What follows belongs to an exercise in optimizing a design on an open flow for small area and a short achievable clock period; a production flow would make more cautious choices. RTL that was checked went through simulation tests only; none was proved equivalent to the original.

## rev 12
Design nn_mac_engine, start of the top module:
module nn_mac_engine #(
  parameter int unsigned DW      = 8,
  parameter int unsigned N_LANES = 4,
  parameter int unsigned ACC_W   = 24,
  parameter int unsigned LEN_W   = 8,
  parameter int unsigned SH_W    = 5
) (
  input  logic                    clk,
  input  logic                    rst,
  input  logic                    start,
  input  logic [LEN_W-1:0]        len,
  input  logic [SH_W-1:0]         shift,
  input  logic                    relu_en,
  input  logic [N_LANES*DW-1:0]   in_a,
  input  logic [N_LANES*DW-1:0]   in_b,
  input  logic                    in_valid,
  output logic                    in_ready,
  output logic [DW-1:0]           out_data,
  output logic                    out_valid,
  input  logic                    out_ready,
  output logic                    busy,
  output logic                    done
);
For scale: ~1,100 cells after synthesis, about 110 flip-flops, about 95 I/O pins, about 0.012 sq mm of cells after synthesis.
Settings: LEC_CHECK=0, ABC_CLOCK_PERIOD_IN_PS=4000, CAP_MARGIN=20, CORE_MARGIN=2, CORE_UTILIZATION=40, PLACE_DENSITY=0.6, SETUP_SLACK_MARGIN=3.5, SLEW_MARGIN=20, SYNTH_HIERARCHICAL=1; clock period 7.5 ns.
standard.sh (not shown) runs the stock make flow with config.mk's settings and CLKGATE_MAP_FILE= SYNTH_SCRIPT=/design/flow/synth_recipe.tcl, a recipe that flattens the netlist after the stock synthesis.
==> flow/flow/run.sh <==
#!/bin/bash
# Layout flow: the standard layout (standard.sh, unchanged synthesis), except that the
# buffers ORFS puts on the ports are the smallest plain buffer, buf_1, instead of the default
# delay-style buffer; the resizer may still size them up where timing needs it.
set -euo pipefail
bash standard.sh BUFFER_PORTS_ARGS="-buffer_cell sky130_fd_sc_hd__buf_1" finish > standard.log 2>&1
Edits applied to the flow inputs when going from rev 12 to rev 13:
diff --git a/flow/design.v b/flow/design.v
--- a/flow/design.v
+++ b/flow/design.v
@@ -979,54 +979,54 @@
       q65 <= xs393;
       q66 <= xc394;
   end
   assign acc_fb = acc;
   assign row_a = {acc_fb[23], acc_fb[22], acc_fb[21], acc_fb[20], acc_fb[19], acc_fb[18], yi513, ys511, ys509, ys505, ys499, yc484, yc474, ys471, yc450, yc440, yc430, ys427, yc412, ys409, ys403, yc400, yc398, yc396, acc_fb[0]};
   assign row_b = {yi519, yi518, yi517, yi516, yi515, yi514, yc512, yc510, yc506, yc500, yc492, ys491, ys483, ys473, ys461, ys449, ys439, ys429, ys419, ys411, ys405, ys401, ys399, ys397, ys395};
   always_ff @(posedge clk) begin
     acc <= busy ? (row_a + row_b) : '0;
   end
   logic             sgn;
-  logic             ovf_p;         
-  logic             ovf_n;         
+  logic             ovf;
+  logic [NOV-1:0]   dif;           
   logic [NOV-1:0]   thr;           
   logic [3:0]       sh_hi, sh_md;  
   logic [37:0]      ext;           
   logic [13:0]      sel_hi;        
   logic [7:0]       sel_md;        
   logic [6:0]       low;           
   always_comb begin
     sgn = acc[SUM_W-1];
     for (int k = 0; k < NOV; k++) begin
+      dif[k] = acc[k + 7] ^ sgn;
       thr[k] = (sh <= SH_W'(k));
     end
-    ovf_p = |(acc[SUM_W-2:7] & thr);
-    ovf_n = |(~acc[SUM_W-2:7] & thr);
+    ovf = |(dif & thr);
     for (int m = 0; m < 4; m++) begin
       sh_hi[m] = (sh[4:3] == 2'(m));
       sh_md[m] = (sh[2:1] == 2'(m));
     end
     ext = {{(38 - SUM_W){sgn}}, acc};
     for (int y = 0; y < 14; y++) begin
       sel_hi[y] = (sh_hi[0] & ext[y]) | (sh_hi[1] & ext[y + 8]) |
                   (sh_hi[2] & ext[y + 16]) | (sh_hi[3] & ext[y + 24]);
     end
     for (int z = 0; z < 8; z++) begin
       sel_md[z] = (sh_md[0] & sel_hi[z]) | (sh_md[1] & sel_hi[z + 2]) |
                   (sh_md[2] & sel_hi[z + 4]) | (sh_md[3] & sel_hi[z + 6]);
     end
     for (int i = 0; i < 7; i++) begin
       low[i] = sh[0] ? sel_md[i + 1] : sel_md[i];
     end
     out_data[7] = sgn & ~relu;
     for (int i = 0; i < 7; i++) begin
-      out_data[i] = sgn ? (~relu & ~ovf_n & low[i]) : (ovf_p | low[i]);
+      out_data[i] = ~(relu & sgn) & (ovf ? ~sgn : low[i]);
     end
   end
 endmodule
 module nn_fa (
   input  logic a,
   input  logic b,
   input  logic ci,
   output logic s,
   output logic co
 );
### Flow results
From rev 12 to rev 13 the numbers moved as follows: number of different library cells in the post-synthesis netlist shows a reduction of 4; share of synthesized area spent on multiplexers shows an increase of 0.35 points; clock network contribution to total cell area shows an increase of 0.25 points.
On horizontal die dimension, rev 13 and rev 12 are basically level.
Rev 12 has a lower clock buffer count in the final layout than rev 13.
Post-synthesis instance area essentially unchanged between rev 12 and rev 13.
Between rev 12 and rev 13, the final design utilization figures differ only marginally.
Function was not checked in any run of this note: the RTL went through the layout flow alone.

---

nn_mac_engine, a different RTL version from the one above (not shown whole).
Size: ~95 I/O pins, roughly 0.012 mm^2 of cells after synthesis.
==> flow/design.v (excerpt) <==
module nn_mac_engine #(
  parameter int unsigned DW      = 8,
  parameter int unsigned N_LANES = 4,
  parameter int unsigned ACC_W   = 24,
  parameter int unsigned LEN_W   = 8,
  parameter int unsigned SH_W    = 5
) (
  input  logic                    clk,
  input  logic                    rst,
  input  logic                    start,
  input  logic [LEN_W-1:0]        len,
  input  logic [SH_W-1:0]         shift,
  input  logic                    relu_en,
  input  logic [N_LANES*DW-1:0]   in_a,
  input  logic [N_LANES*DW-1:0]   in_b,
  input  logic                    in_valid,
  output logic                    in_ready,
  output logic [DW-1:0]           out_data,
  output logic                    out_valid,
  input  logic                    out_ready,
  output logic                    busy,
  output logic                    done
);
  localparam int unsigned SUM_W = 26;
  logic             agg;
  logic             beat;
  ...
Settings: LEC_CHECK=0, ABC_CLOCK_PERIOD_IN_PS=4000, CAP_MARGIN=20, CORE_MARGIN=2, CORE_UTILIZATION=40, PLACE_DENSITY=0.6, SETUP_SLACK_MARGIN=3.5, SLEW_MARGIN=20, SYNTH_HIERARCHICAL=1; clock period 7.5 ns.
run.sh (not shown) runs the stock make flow with config.mk's settings and CLKGATE_MAP_FILE= SYNTH_SCRIPT=/design/flow/synth_recipe.tcl, a recipe that flattens the netlist after the stock synthesis.
Stock flow here: none of the scripts above is used.
Then changed:
--- a/flow/design.v
+++ b/flow/design.v
@@ -1042,46 +1042,26 @@
   assign row_b = {ys529, ys527, ys525, ys523, ys521, ys519, ys517, ys515, ys513, ys511, ys507, ys499, ys487, ys475, ys463, ys451, ys439, ys429, ys419, ys409, ys399, ys389, ys379, ys369, ys359, ys351};
   always_ff @(posedge clk) begin
     acc <= busy ? (row_a + row_b) : '0;
   end
   logic             sgn;
   logic             ovf;
-  logic [17:0]      dif;           
-  logic [17:0]      thr;           
-  logic [3:0]       sh_hi, sh_md;  
-  logic [37:0]      ext;           
-  logic [13:0]      sel_hi;        
-  logic [7:0]       sel_md;        
-  logic [6:0]       low;           
+  logic [SUM_W-1:0] dif;
+  logic [SUM_W-1:0] sel;
+  logic [6:0]       low;
   always_comb begin
     sgn = acc[SUM_W-1];
-    for (int k = 0; k < 18; k++) begin
-      dif[k] = acc[k + 7] ^ sgn;
-      thr[k] = (sh <= SH_W'(k));
-    end
-    ovf = |(dif & thr);
-    for (int m = 0; m < 4; m++) begin
-      sh_hi[m] = (sh[4:3] == 2'(m));
-      sh_md[m] = (sh[2:1] == 2'(m));
-    end
-    ext = {{(38 - SUM_W){sgn}}, acc};
-    for (int y = 0; y < 14; y++) begin
-      sel_hi[y] = (sh_hi[0] & ext[y]) | (sh_hi[1] & ext[y + 8]) |
-                  (sh_hi[2] & ext[y + 16]) | (sh_hi[3] & ext[y + 24]);
-    end
-    for (int z = 0; z < 8; z++) begin
-      sel_md[z] = (sh_md[0] & sel_hi[z]) | (sh_md[1] & sel_hi[z + 2]) |
-                  (sh_md[2] & sel_hi[z + 4]) | (sh_md[3] & sel_hi[z + 6]);
-    end
-    for (int i = 0; i < 7; i++) begin
-      low[i] = sh[0] ? sel_md[i + 1] : sel_md[i];
-    end
-    out_data[7] = sgn & ~relu;
-    for (int i = 0; i < 7; i++) begin
-      out_data[i] = ~(relu & sgn) & (ovf ? ~sgn : low[i]);
-    end
+    dif = acc ^ {SUM_W{sgn}};
+    ovf = 1'b0;
+    for (int k = 0; k < SUM_W - 8; k++) begin
+      if (SH_W'(k) >= sh) ovf = ovf | dif[k + 7];
+    end
+    sel = acc >>> sh;
+    low = sel[6:0];
+    out_data[7]   = sgn & ~relu;
+    out_data[6:0] = (relu & sgn) ? 7'd0 : ovf ? {7{~sgn}} : low;
   end
 endmodule
 module nn_fa (
   input  logic a,
   input  logic b,
   input  logic ci,
Effect: Wire length rises by 7.0%; via count grows by 4.1%; non-clock buffer count climbs by 26; setup slack loses 0.20 ns.
Function not checked in the second run of this note: the RTL went through the layout flow alone.

what the ideal ports hide:
No port has a modelled driver above. Below, the same layouts with a new extraction and two added sets of constraints.
Step 1 sets driving cells, clkbuf_16 on the clock port and buf_2 on the other inputs (assumed; they add their load-dependent delay and slew).
Step 2 moves the port delays by t, midway between the first and last clock arrival at a register: inputs arrive t later, outputs are due t later. That takes back most of the time a late clock gives input paths.
Three values: ideal, step 1, step 2; two values: the first two.
| run | shift t [ns] | setup WS [ns] | hold WS [ns] |
|---|---|---|---|
| rev 12 | 0.404 | 3.535 / 3.503 / 3.126 | 0.563 / 0.563 / 0.563 |
| rev 13 | 0.395 | 3.413 / 3.367 / 3.147 | 0.562 / 0.562 / 0.562 |
| the first run of note 2 | 0.466 | 3.462 / 3.416 / 3.063 | 0.558 / 0.558 / 0.558 |
| the second run of note 2 | 0.478 | 3.264 / 3.215 / 3.067 | 0.574 / 0.574 / 0.574 |
After both steps setup and hold are still met in every run listed. The setup slack of rev 12, which loses most, moves by -0.032 ns with the drivers and by -0.409 ns with both steps.
